This is an optimization exercise on Yosys and OpenROAD, whose aim is small area, a short achievable clock period and few clock cycles, not a production implementation.
RTL that was checked went through simulation tests only; none was proved equivalent to the original.
No activity file was given, so power comes from the tool's default toggle rates.

==> inputs of job 8228 <==
Design sgd_dot_product, start of the top module:
module sgd_dot_product (
    input  logic                             clk,
    input  logic                             rst_n,
    input  logic                             started,
    input  logic [sgd_pkg::CFG_W-1:0]        number_of_epochs,
    input  logic [sgd_pkg::CFG_W-1:0]        number_of_samples,
    input  logic [sgd_pkg::CFG_W-1:0]        dimension,
    input  logic [sgd_pkg::CFG_W-1:0]        number_of_bits,
    input  logic [sgd_pkg::A_WORD_W-1:0]     dispatch_axb_a_data,
    input  logic                             dispatch_axb_a_wr_en,
    output logic                             dispatch_axb_a_almost_full,
    input  logic [sgd_pkg::CREDIT_W-1:0]     x_wr_credit_counter,
    output logic [sgd_pkg::X_ADDR_W-1:0]     x_rd_addr,
    input  logic [sgd_pkg::X_WORD_W-1:0]     x_rd_data,
    output logic [sgd_pkg::NUM_BANKS*sgd_pkg::DOT_W-1:0] dot_product,   
    output logic [sgd_pkg::NUM_BANKS-1:0]    dot_product_valid
);
==> module bank_accumulator, before the edit <==
module bank_accumulator (
    input  logic                              clk,
    input  logic                              accept,     
    input  logic [sgd_pkg::BITS_PER_BANK-1:0] a_data,     
    input  logic [sgd_pkg::X_WORD_W-1:0]      x_data,     
    input  logic [sgd_pkg::BIT_IDX_W-1:0]     bit_d,      
    input  logic                              first_d,    
    output logic [sgd_pkg::DOT_W-1:0]         dot_product
);
    localparam int W = X_WIDTH;
    localparam int SLICES = 4;            
    localparam int SLICE_W = W / SLICES;   
    logic [BITS_PER_BANK-1:0] a_bits [SLICES];
    logic [BIT_IDX_W-1:0]     sum_bit;     
    logic                     term_first;  
    logic [W-1:0] m_n [BITS_PER_BANK];
    logic [W-1:0] s1, k1, s2, k2, s3, k3, s4, k4, s5, k5, u, v;
    logic [W-1:0] s5_q, k5_q, k4_q;
    logic [W-1:0] sum_n;
    logic [W-1:0] sum_n_q;
    logic signed [ACC_WIDTH-1:0] shifted;
    logic signed [ACC_WIDTH-1:0] term_q;
    logic signed [ACC_WIDTH-1:0] acc;
    for (genvar c = 0; c < SLICES; c++)
    begin : g_word
        word_reg u_word (
            .clk    (clk),
            .accept (accept),
            .d      (a_data),
            .q      (a_bits[c])
        );
    end
    always_comb
        for (int j = 0; j < BITS_PER_BANK; j++)
            for (int i = 0; i < W; i++)
                m_n[j][i] = ~(a_bits[i / SLICE_W][j] & x_data[j*W + i]);
    generate
        for (genvar i = 0; i < W - 1; i++)                                     
        begin : g_r1                                                            
            full_adder u_fa (.a(m_n[0][i]), .b(m_n[1][i]), .c(m_n[2][i]), .s(s1[i]), .co(k1[i+1])); 
        end                                                                     
        assign s1[W-1] = m_n[0][W-1] ^ m_n[1][W-1] ^ m_n[2][W-1];
        for (genvar i = 0; i < W - 1; i++)                                     
        begin : g_r2                                                            
            full_adder u_fa (.a(m_n[3][i]), .b(m_n[4][i]), .c(m_n[5][i]), .s(s2[i]), .co(k2[i+1])); 
        end                                                                     
        assign s2[W-1] = m_n[3][W-1] ^ m_n[4][W-1] ^ m_n[5][W-1];
        assign k1[0] = 1'b1;
        assign k2[0] = 1'b1;
        for (genvar i = 1; i < W - 1; i++)                                     
        begin : g_r3                                                            
            full_adder u_fa (.a(s1[i]), .b(k1[i]), .c(s2[i]), .s(s3[i]), .co(k3[i+1])); 
        end                                                                     
        assign s3[W-1] = s1[W-1] ^ k1[W-1] ^ s2[W-1];
        assign s3[0] = ~(s1[0] ^ s2[0]);
        assign k3[1] = s1[0] | s2[0];
        assign k3[0] = 1'b1;
        for (genvar i = 1; i < W - 1; i++)                                     
        begin : g_r4                                                            
            full_adder u_fa (.a(k2[i]), .b(m_n[6][i]), .c(m_n[7][i]), .s(s4[i]), .co(k4[i+1])); 
        end                                                                     
        assign s4[W-1] = k2[W-1] ^ m_n[6][W-1] ^ m_n[7][W-1];
        assign s4[0] = ~(m_n[6][0] ^ m_n[7][0]);
        assign k4[1] = m_n[6][0] | m_n[7][0];
        assign k4[0] = 1'b1;
        for (genvar i = 1; i < W - 1; i++)                                     
        begin : g_r5                                                            
            full_adder u_fa (.a(s3[i]), .b(k3[i]), .c(s4[i]), .s(s5[i]), .co(k5[i+1])); 
        end                                                                     
        assign s5[W-1] = s3[W-1] ^ k3[W-1] ^ s4[W-1];
        assign s5[0] = ~(s3[0] ^ s4[0]);
        assign k5[1] = s3[0] | s4[0];
        assign k5[0] = 1'b1;
    endgenerate
    always_ff @(posedge clk)
    begin
        s5_q <= s5;
        k5_q <= k5;
        k4_q <= k4;
    end
    generate
        for (genvar i = 1; i < W - 1; i++)                                     
        begin : g_r6                                                            
            full_adder u_fa (.a(s5_q[i]), .b(k5_q[i]), .c(k4_q[i]), .s(u[i]), .co(v[i+1])); 
        end                                                                     
        assign u[W-1] = s5_q[W-1] ^ k5_q[W-1] ^ k4_q[W-1];
        assign u[0] = s5_q[0];
        assign v[1] = 1'b1;
        assign v[0] = 1'b1;
    endgenerate
    ks_adder #(.N(W), .CIN(1'b1)) u_sum (.a(u), .b(v), .sum(sum_n));
    always_ff @(posedge clk)
    begin
        sum_n_q <= sum_n;
        sum_bit <= bit_d;
    end
    logic [ACC_WIDTH-1:0] sh [6];
    assign sh[0] = {~sum_n_q[W-1], ~sum_n_q, {(FRAC_BITS-1){1'b0}}};
    for (genvar k = 0; k < BIT_IDX_W; k++)
    begin : g_shift
        for (genvar i = 0; i < ACC_WIDTH; i++)
        begin : g_bit
            if (i + (1 << k) < ACC_WIDTH)
                assign sh[k+1][i] = sum_bit[k] ? sh[k][i + (1 << k)] : sh[k][i];
            else
                assign sh[k+1][i] = sum_bit[k] ? sh[k][ACC_WIDTH-1] : sh[k][i];
        end
    end
    assign shifted = sh[BIT_IDX_W];
    always_ff @(posedge clk)
    begin
        term_q     <= shifted;
        term_first <= first_d;
    end
    logic [ACC_WIDTH-1:0] acc_in;
    logic [ACC_WIDTH-1:0] acc_sum;
    assign acc_in = term_first ? '0 : acc;
    ks_adder #(.N(ACC_WIDTH), .CIN(1'b0)) u_acc (.a(acc_in), .b(term_q), .sum(acc_sum));
    always_ff @(posedge clk)
        acc <= acc_sum;
    assign dot_product = acc[ACC_WIDTH-1 -: DOT_W];   
endmodule
clock: 5.0 ns
lec_check: 0
cap_margin: 0
core_margin: 2
core_utilization: 50
cts_buf_list: sky130_fd_sc_hd__clkbuf_8
cts_cluster_size: 30
setup_slack_margin: 2.6
slew_margin: 0
synth_hierarchical: 1
synth_minimum_keep_size: 0
buffer_ports_args: -buffer_cell sky130_fd_sc_hd__buf_1
standard.sh (not shown) runs the stock make flow with config.mk's settings and CLKGATE_MAP_FILE= SYNTH_SCRIPT=/design/flow/synth_recipe.tcl, a recipe that flattens the netlist after the stock synthesis.
==> flow/flow/run.sh <==
#!/bin/bash
# The standard layout (standard.sh, the standard flow's own ORFS flow), except that
# the port buffers are the plain sky130_fd_sc_hd__buf_1 rather than the
# buffer_ports default (a delay buffer); every port still gets one.
set -euo pipefail
echo 'export BUFFER_PORTS_ARGS = -buffer_cell sky130_fd_sc_hd__buf_1' >> config.mk
export BUFFER_PORTS_ARGS="-buffer_cell sky130_fd_sc_hd__buf_1"
cp standard.sh standard_sh.txt
bash standard.sh > standard.log 2>&1
==> job 143 (differences from job 8228) <==
--- a/flow/design.v
+++ b/flow/design.v
@@ -52,26 +52,26 @@
     logic [CREDIT_W-1:0]   credit_idx;  
     logic [BIT_IDX_W-1:0]  bits_last;
     logic [X_ADDR_W-1:0]   chunks_last;
     logic [8:0]            dim_m1;
     logic                  last_bit;
     logic                  last_chunk;
     logic                  last_group;
     logic                  last_epoch;
-    logic [BIT_IDX_W-1:0]  bit_inc;
-    logic [X_ADDR_W-1:0]   chunk_inc;
     logic                  end_group;
     logic                  end_job;
     logic                  empty_job;
     logic [CREDIT_W-1:0]   credit_next;
     assign dim_m1    = dimension[8:0] - 1'b1;
     assign empty_job = (number_of_epochs[EPOCH_W-1:0] == '0) || (number_of_samples == '0);
-    assign bit_inc   = bit_idx + 1'b1;
-    assign chunk_inc = chunk_idx + 1'b1;
+    assign last_bit   = (bit_idx == bits_last);
+    assign last_chunk = (chunk_idx == chunks_last);
+    assign last_group = (group_left == GROUP_W'(1));
+    assign last_epoch = (epoch_left == EPOCH_W'(1));
     assign accept    = wr_en && !almost_full;
     assign end_group = accept && last_bit && last_chunk;
     assign end_job   = end_group && last_group && last_epoch;
     assign credit_next = end_group ? credit_idx + 1'b1 : credit_idx;
     assign x_rd_addr  = chunk_idx;   
     assign word_bit   = bit_idx;
     assign word_first = (bit_idx == '0) && (chunk_idx == '0);
     assign word_last  = last_bit && last_chunk;
@@ -94,183 +94,54 @@
             begin
                 if (started)
                 begin
                     busy        <= 1'b1;
                     bits_last   <= number_of_bits[BIT_IDX_W-1:0] - 1'b1;   
                     chunks_last <= dim_m1[8:3];
                     group_left  <= number_of_samples[CFG_W-1:1];
                     epoch_left  <= number_of_epochs[EPOCH_W-1:0];
-                    last_bit    <= (number_of_bits[BIT_IDX_W-1:0] == BIT_IDX_W'(1));
-                    last_chunk  <= (dim_m1[8:3] == '0);
-                    last_group  <= (number_of_samples[CFG_W-1:1] == GROUP_W'(1));
-                    last_epoch  <= (number_of_epochs[EPOCH_W-1:0] == EPOCH_W'(1));
                     running     <= !empty_job;
                     almost_full <= empty_job || (x_wr_credit_counter == '0);
                 end
             end
             else
             begin
                 almost_full <= !running || end_job || (x_wr_credit_counter == credit_next);
                 if (end_job)
                     running <= 1'b0;
             end
             credit_idx <= credit_next;
             if (accept)
             begin
-                bit_idx  <= last_bit ? '0 : bit_inc;
-                last_bit <= last_bit ? (bits_last == '0) : (bit_inc == bits_last);
+                bit_idx <= last_bit ? '0 : bit_idx + 1'b1;
                 if (last_bit)
                 begin
-                    chunk_idx  <= last_chunk ? '0 : chunk_inc;
-                    last_chunk <= last_chunk ? (chunks_last == '0) : (chunk_inc == chunks_last);
+                    chunk_idx <= last_chunk ? '0 : chunk_idx + 1'b1;
                     if (last_chunk)
                     begin
                         group_left <= last_group ? number_of_samples[CFG_W-1:1] : group_left - 1'b1;
-                        last_group <= last_group ? (number_of_samples[CFG_W-1:1] == GROUP_W'(1))
-                                                 : (group_left == GROUP_W'(2));
                         if (last_group)
-                        begin
                             epoch_left <= epoch_left - 1'b1;
-                            last_epoch <= (epoch_left == EPOCH_W'(2));
-                        end
                     end
                 end
             end
         end
     end
 endmodule
 module full_adder (
     input  logic a,
     input  logic b,
     input  logic c,
     output logic s,
     output logic co
 );
     assign s  = a ^ b ^ c;
     assign co = (a & b) | (a & c) | (b & c);
 endmodule
-module ks_adder #(
-    parameter int N   = 32,
-    parameter bit CIN = 1'b0
-) (
-    input  logic [N-1:0] a,
-    input  logic [N-1:0] b,
-    output logic [N-1:0] sum
-);
-    function automatic int levels_for(input int n);
-        levels_for = 0;
-        while ((1 << levels_for) < n)
-            levels_for = levels_for + 1;
-    endfunction
-    localparam int L = levels_for(N);
-    function automatic int last_level(input int l, input int i);
-        last_level = 0;
-        while (last_level < l && i >= (1 << last_level))
-            last_level = last_level + 1;
-    endfunction
-    logic [N-1:0] g [L+1];
-    logic [N-1:0] p [L+1];
-    logic [N-1:0] p0;
-    assign p0   = a ^ b;
-    assign p[0] = p0;
-    assign g[0] = CIN ? {a[N-1:1] & b[N-1:1], a[0] | b[0]} : (a & b);
-    for (genvar l = 1; l <= L; l++)
-    begin : g_level
-        localparam int D = 1 << (l - 1);
-        for (genvar i = 0; i < N; i++)
-        begin : g_node
-            if (i < D)
-            begin : g_pass
-                assign g[l][i] = g[l-1][i];
-                assign p[l][i] = p[l-1][i];
-            end
-            else
-            begin : g_comb
-                localparam bit PART_INV = last_level(l - 1, i - D) % 2;
-                localparam bit WANT_INV = (l - 1) % 2;
-                logic gj;
-                if (PART_INV == WANT_INV)
-                begin : g_same
-                    assign gj = g[l-1][i-D];
-                end
-                else
-                begin : g_flip
-                    assign gj = ~g[l-1][i-D];
-                end
-                if (l % 2 == 1)
-                begin : g_odd
-                    ks_gen_n u_g (.gi(g[l-1][i]), .pi(p[l-1][i]), .gj(gj), .gn(g[l][i]));
-                    if (i >= 2 * D)
-                    begin : g_p
-                        ks_prop_n u_p (.pi(p[l-1][i]), .pj(p[l-1][i-D]), .pn(p[l][i]));
-                    end
-                    else
-                    begin : g_nop
-                        assign p[l][i] = 1'b0;   
-                    end
-                end
-                else
-                begin : g_even
-                    ks_gen u_g (.gni(g[l-1][i]), .pni(p[l-1][i]), .gnj(gj), .g(g[l][i]));
-                    if (i >= 2 * D)
-                    begin : g_p
-                        ks_prop u_p (.pni(p[l-1][i]), .pnj(p[l-1][i-D]), .p(p[l][i]));
-                    end
-                    else
-                    begin : g_nop
-                        assign p[l][i] = 1'b0;
-                    end
-                end
-            end
-        end
-    end
-    assign sum[0] = p0[0] ^ CIN;
-    for (genvar i = 1; i < N; i++)
-    begin : g_sum
-        if (last_level(L, i - 1) % 2 == 1)
-        begin : g_inv
-            assign sum[i] = ~(p0[i] ^ g[L][i-1]);
-        end
-        else
-        begin : g_true
-            assign sum[i] = p0[i] ^ g[L][i-1];
-        end
-    end
-endmodule
-module ks_gen_n (
-    input  logic gi,
-    input  logic pi,
-    input  logic gj,
-    output logic gn
-);
-    assign gn = ~(gi | (pi & gj));
-endmodule
-module ks_prop_n (
-    input  logic pi,
-    input  logic pj,
-    output logic pn
-);
-    assign pn = ~(pi & pj);
-endmodule
-module ks_gen (
-    input  logic gni,
-    input  logic pni,
-    input  logic gnj,
-    output logic g
-);
-    assign g = ~(gni & (pni | gnj));
-endmodule
-module ks_prop (
-    input  logic pni,
-    input  logic pnj,
-    output logic p
-);
-    assign p = ~(pni | pnj);
-endmodule
 import sgd_pkg::*;
 module bank_accumulator (
     input  logic                              clk,
     input  logic                              accept,     
     input  logic [sgd_pkg::BITS_PER_BANK-1:0] a_data,     
     input  logic [sgd_pkg::X_WORD_W-1:0]      x_data,     
     input  logic [sgd_pkg::BIT_IDX_W-1:0]     bit_d,      
     input  logic                              first_d,    
@@ -279,17 +150,17 @@
     localparam int W = X_WIDTH;
     localparam int SLICES = 4;            
     localparam int SLICE_W = W / SLICES;   
     logic [BITS_PER_BANK-1:0] a_bits [SLICES];
     logic [BIT_IDX_W-1:0]     sum_bit;     
     logic                     term_first;  
     logic [W-1:0] m_n [BITS_PER_BANK];
     logic [W-1:0] s1, k1, s2, k2, s3, k3, s4, k4, s5, k5, u, v;
-    logic [W-1:0] s5_q, k5_q, k4_q;
+    logic [W-1:0] u_q, v_q;
     logic [W-1:0] sum_n;
     logic [W-1:0] sum_n_q;
     logic signed [ACC_WIDTH-1:0] shifted;
     logic signed [ACC_WIDTH-1:0] term_q;
     logic signed [ACC_WIDTH-1:0] acc;
     for (genvar c = 0; c < SLICES; c++)
     begin : g_word
         word_reg u_word (
@@ -335,34 +206,31 @@
         for (genvar i = 1; i < W - 1; i++)                                     
         begin : g_r5                                                            
             full_adder u_fa (.a(s3[i]), .b(k3[i]), .c(s4[i]), .s(s5[i]), .co(k5[i+1])); 
         end                                                                     
         assign s5[W-1] = s3[W-1] ^ k3[W-1] ^ s4[W-1];
         assign s5[0] = ~(s3[0] ^ s4[0]);
         assign k5[1] = s3[0] | s4[0];
         assign k5[0] = 1'b1;
-    endgenerate
-    always_ff @(posedge clk)
-    begin
-        s5_q <= s5;
-        k5_q <= k5;
-        k4_q <= k4;
-    end
-    generate
         for (genvar i = 1; i < W - 1; i++)                                     
         begin : g_r6                                                            
-            full_adder u_fa (.a(s5_q[i]), .b(k5_q[i]), .c(k4_q[i]), .s(u[i]), .co(v[i+1])); 
+            full_adder u_fa (.a(s5[i]), .b(k5[i]), .c(k4[i]), .s(u[i]), .co(v[i+1])); 
         end                                                                     
-        assign u[W-1] = s5_q[W-1] ^ k5_q[W-1] ^ k4_q[W-1];
-        assign u[0] = s5_q[0];
+        assign u[W-1] = s5[W-1] ^ k5[W-1] ^ k4[W-1];
+        assign u[0] = s5[0];
         assign v[1] = 1'b1;
         assign v[0] = 1'b1;
     endgenerate
-    ks_adder #(.N(W), .CIN(1'b1)) u_sum (.a(u), .b(v), .sum(sum_n));
+    always_ff @(posedge clk)
+    begin
+        u_q <= u;
+        v_q <= v;
+    end
+    assign sum_n = W'(({u_q, 1'b1} + {v_q, 1'b1}) >> 1);
     always_ff @(posedge clk)
     begin
         sum_n_q <= sum_n;
         sum_bit <= bit_d;
     end
     logic [ACC_WIDTH-1:0] sh [6];
     assign sh[0] = {~sum_n_q[W-1], ~sum_n_q, {(FRAC_BITS-1){1'b0}}};
     for (genvar k = 0; k < BIT_IDX_W; k++)
@@ -376,22 +244,18 @@
         end
     end
     assign shifted = sh[BIT_IDX_W];
     always_ff @(posedge clk)
     begin
         term_q     <= shifted;
         term_first <= first_d;
     end
-    logic [ACC_WIDTH-1:0] acc_in;
-    logic [ACC_WIDTH-1:0] acc_sum;
-    assign acc_in = term_first ? '0 : acc;
-    ks_adder #(.N(ACC_WIDTH), .CIN(1'b0)) u_acc (.a(acc_in), .b(term_q), .sum(acc_sum));
     always_ff @(posedge clk)
-        acc <= acc_sum;
+        acc <= (term_first ? '0 : acc) + term_q;
     assign dot_product = acc[ACC_WIDTH-1 -: DOT_W];   
 endmodule
 import sgd_pkg::*;
 module sgd_dot_product (
     input  logic                             clk,
     input  logic                             rst_n,
     input  logic                             started,
     input  logic [sgd_pkg::CFG_W-1:0]        number_of_epochs,
==> flow/config.mk (replaced) <==
export PLATFORM = sky130hd
export DESIGN_NAME = sgd_dot_product
export DESIGN_NICKNAME = sgd_dot_product
export VERILOG_FILES = /design/flow/design.v
export SDC_FILE = /design/flow/constraint.sdc
export NUM_CORES = 4
export LEC_CHECK = 0
export CAP_MARGIN = 20
export CORE_MARGIN = 2
export CORE_UTILIZATION = 50
export CTS_BUF_LIST = sky130_fd_sc_hd__clkbuf_8
export CTS_CLUSTER_SIZE = 30
export SETUP_SLACK_MARGIN = 1.5
export SLEW_MARGIN = 20
export SYNTH_HIERARCHICAL = 1
export SYNTH_MINIMUM_KEEP_SIZE = 0
export BUFFER_PORTS_ARGS = -buffer_cell sky130_fd_sc_hd__buf_1
==> job 396 (differences from job 8228) <==
--- a/flow/design.v
+++ b/flow/design.v
@@ -231,16 +231,127 @@
             assign sum[i] = ~(p0[i] ^ g[L][i-1]);
         end
         else
         begin : g_true
             assign sum[i] = p0[i] ^ g[L][i-1];
         end
     end
 endmodule
+module hc_adder #(
+    parameter int N   = 32,
+    parameter bit CIN = 1'b0
+) (
+    input  logic [N-1:0] a,
+    input  logic [N-1:0] b,
+    output logic [N-1:0] sum
+);
+    function automatic int levels_for(input int n);
+        levels_for = 0;
+        while ((1 << levels_for) < n)
+            levels_for = levels_for + 1;
+    endfunction
+    localparam int L = levels_for(N);
+    localparam int LEVELS = L + 1;
+    function automatic bit comb(input int l, input int i);
+        if (l == 1)
+            comb = (i % 2 == 1);
+        else if (l < LEVELS)
+            comb = (i % 2 == 1) && (i - (1 << (l - 1)) >= 1);
+        else
+            comb = (i % 2 == 0) && (i >= 2);
+    endfunction
+    function automatic int part_dist(input int l);
+        part_dist = (l == 1 || l == LEVELS) ? 1 : (1 << (l - 1));
+    endfunction
+    function automatic bit inv_after(input int l, input int i);
+        inv_after = 1'b0;
+        for (int k = 1; k <= l; k++)
+            if (comb(k, i))
+                inv_after = !inv_after;
+    endfunction
+    function automatic bit comb_later(input int l, input int i);
+        comb_later = 1'b0;
+        for (int k = l + 1; k <= LEVELS; k++)
+            if (comb(k, i))
+                comb_later = 1'b1;
+    endfunction
+    logic [N-1:0] g [LEVELS+1];
+    logic [N-1:0] p [LEVELS+1];
+    logic [N-1:0] p0;
+    assign p0   = a ^ b;
+    assign p[0] = p0;
+    assign g[0] = CIN ? {a[N-1:1] & b[N-1:1], a[0] | b[0]} : (a & b);
+    for (genvar l = 1; l <= LEVELS; l++)
+    begin : g_level
+        localparam int D = part_dist(l);
+        for (genvar i = 0; i < N; i++)
+        begin : g_node
+            if (!comb(l, i))
+            begin : g_pass
+                assign g[l][i] = g[l-1][i];
+                assign p[l][i] = p[l-1][i];
+            end
+            else
+            begin : g_comb
+                localparam bit NODE_INV = inv_after(l - 1, i);
+                localparam bit PART_INV = inv_after(l - 1, i - D);
+                localparam bit NEED_P   = comb_later(l, i);
+                logic gj;
+                logic pj;
+                if (PART_INV == NODE_INV)
+                begin : g_same
+                    assign gj = g[l-1][i-D];
+                    assign pj = p[l-1][i-D];
+                end
+                else
+                begin : g_flip
+                    assign gj = ~g[l-1][i-D];
+                    assign pj = ~p[l-1][i-D];
+                end
+                if (!NODE_INV)
+                begin : g_true_in
+                    ks_gen_n u_g (.gi(g[l-1][i]), .pi(p[l-1][i]), .gj(gj), .gn(g[l][i]));
+                    if (NEED_P)
+                    begin : g_p
+                        ks_prop_n u_p (.pi(p[l-1][i]), .pj(pj), .pn(p[l][i]));
+                    end
+                    else
+                    begin : g_nop
+                        assign p[l][i] = 1'b0;   
+                    end
+                end
+                else
+                begin : g_inv_in
+                    ks_gen u_g (.gni(g[l-1][i]), .pni(p[l-1][i]), .gnj(gj), .g(g[l][i]));
+                    if (NEED_P)
+                    begin : g_p
+                        ks_prop u_p (.pni(p[l-1][i]), .pnj(pj), .p(p[l][i]));
+                    end
+                    else
+                    begin : g_nop
+                        assign p[l][i] = 1'b0;
+                    end
+                end
+            end
+        end
+    end
+    assign sum[0] = p0[0] ^ CIN;
+    for (genvar i = 1; i < N; i++)
+    begin : g_sum
+        if (inv_after(LEVELS, i - 1))
+        begin : g_inv
+            assign sum[i] = ~(p0[i] ^ g[LEVELS][i-1]);
+        end
+        else
+        begin : g_true
+            assign sum[i] = p0[i] ^ g[LEVELS][i-1];
+        end
+    end
+endmodule
 module ks_gen_n (
     input  logic gi,
     input  logic pi,
     input  logic gj,
     output logic gn
 );
     assign gn = ~(gi | (pi & gj));
 endmodule
@@ -379,17 +490,17 @@
     always_ff @(posedge clk)
     begin
         term_q     <= shifted;
         term_first <= first_d;
     end
     logic [ACC_WIDTH-1:0] acc_in;
     logic [ACC_WIDTH-1:0] acc_sum;
     assign acc_in = term_first ? '0 : acc;
-    ks_adder #(.N(ACC_WIDTH), .CIN(1'b0)) u_acc (.a(acc_in), .b(term_q), .sum(acc_sum));
+    hc_adder #(.N(ACC_WIDTH), .CIN(1'b0)) u_acc (.a(acc_in), .b(term_q), .sum(acc_sum));
     always_ff @(posedge clk)
         acc <= acc_sum;
     assign dot_product = acc[ACC_WIDTH-1 -: DOT_W];   
 endmodule
 import sgd_pkg::*;
 module sgd_dot_product (
     input  logic                             clk,
     input  logic                             rst_n,
==> flow/config.mk (replaced) <==
export PLATFORM = sky130hd
export DESIGN_NAME = sgd_dot_product
export DESIGN_NICKNAME = sgd_dot_product
export VERILOG_FILES = /design/flow/design.v
export SDC_FILE = /design/flow/constraint.sdc
export NUM_CORES = 4
export LEC_CHECK = 0
export CAP_MARGIN = 20
export CORE_MARGIN = 2
export CORE_UTILIZATION = 50
export CTS_BUF_LIST = sky130_fd_sc_hd__clkbuf_8
export CTS_CLUSTER_SIZE = 30
export PLACE_DENSITY = 0.75
export SETUP_SLACK_MARGIN = 2.6
export SLEW_MARGIN = 20
export SYNTH_HIERARCHICAL = 1
export SYNTH_MINIMUM_KEEP_SIZE = 0
export BUFFER_PORTS_ARGS = -buffer_cell sky130_fd_sc_hd__buf_1
==> comparison table <==
quantity	job 143	job 396	job 8228
Share of power burned in registers	0.323	0.325	0.304
Sequential-to-total area share from yosys stat	0.2938	0.3035	0.2940
Number of cells on the critical path	13	8	4
Fill cell total of the finished layout	6455	6359	6930
Net switching power of the design	6.562 mW	7.849 mW	9.036 mW
Clock tree cell share of total cell area	0.05269	0.04752	0.04455
Setup fix buffers added after clock tree synthesis	0	21	19
Peak supply drop	0.2269 mV	0.2466 mV	0.2473 mV
Flops & latches, synth	500	568	568
Total power per unit cell area	452.2 mW/mm²	449.3 mW/mm²	467.4 mW/mm²
Origin of the worst min-delay path	g_bank[1].u_bank.u_q[0]$_DFF_P_	bit_q[0][2]$_DFF_P_	bit_q[0][0]$_DFF_P_
Cell with the largest stage delay on the worst path	or4_1	fa_2	fa_1
Pre-CTS worst setup slack	1346 ps	1730 ps	1739 ps
Number of vias after detailed routing	26930	30250	31320
Proportion of layout cells with a drive suffix above 1	0.07066	0.2350	0.2374
Number of inverters outside the clock class in the layout	84	97	89
Status	no timing/DRC/antenna violations	no timing/DRC/antenna violations	no timing/DRC/antenna violations
Maximum cell stage delay along the critical path	570 ps	640 ps	580 ps
Testbench counts of job 8228, summed over its fixed seeds: cycles 30,616.
No functional check of the RTL was part of job 143 and job 396.

[afterwards: timing with drivers on the ports]
The flow's constraints put no driver on any port. The routed layouts listed below were extracted and timed again, unchanged, in two steps. Step 1 sets driving cells, clkbuf_16 on the clock port and buf_2 on the other inputs (assumed; they add their load-dependent delay and slew). Step 2 adds t to the input delays and takes it off the output delays; t is the mean of the earliest and latest rising clock arrival at the registers after step 1. Input paths then give back, and output paths get back, about the clock's delay inside the block. Slacks: ideal ports / drivers / drivers and shift; pairs: ideal ports / drivers.
run | t, ns | setup WS [ns] | worst hold slack (ns)
job 8228 | 0.762 | 2.613 / 2.613 / 1.933 | 0.326 / 0.326 / 0.326
job 143 | 0.742 | 1.711 / 1.711 / 1.374 | 0.298 / 0.298 / 0.298
job 396 | 0.779 | 2.495 / 2.495 / 1.807 | 0.327 / 0.327 / 0.327
After both steps setup and hold are still met in every run listed. The setup slack of job 396, which loses most, moves by 0.000 ns with the drivers and by -0.688 ns with both steps.
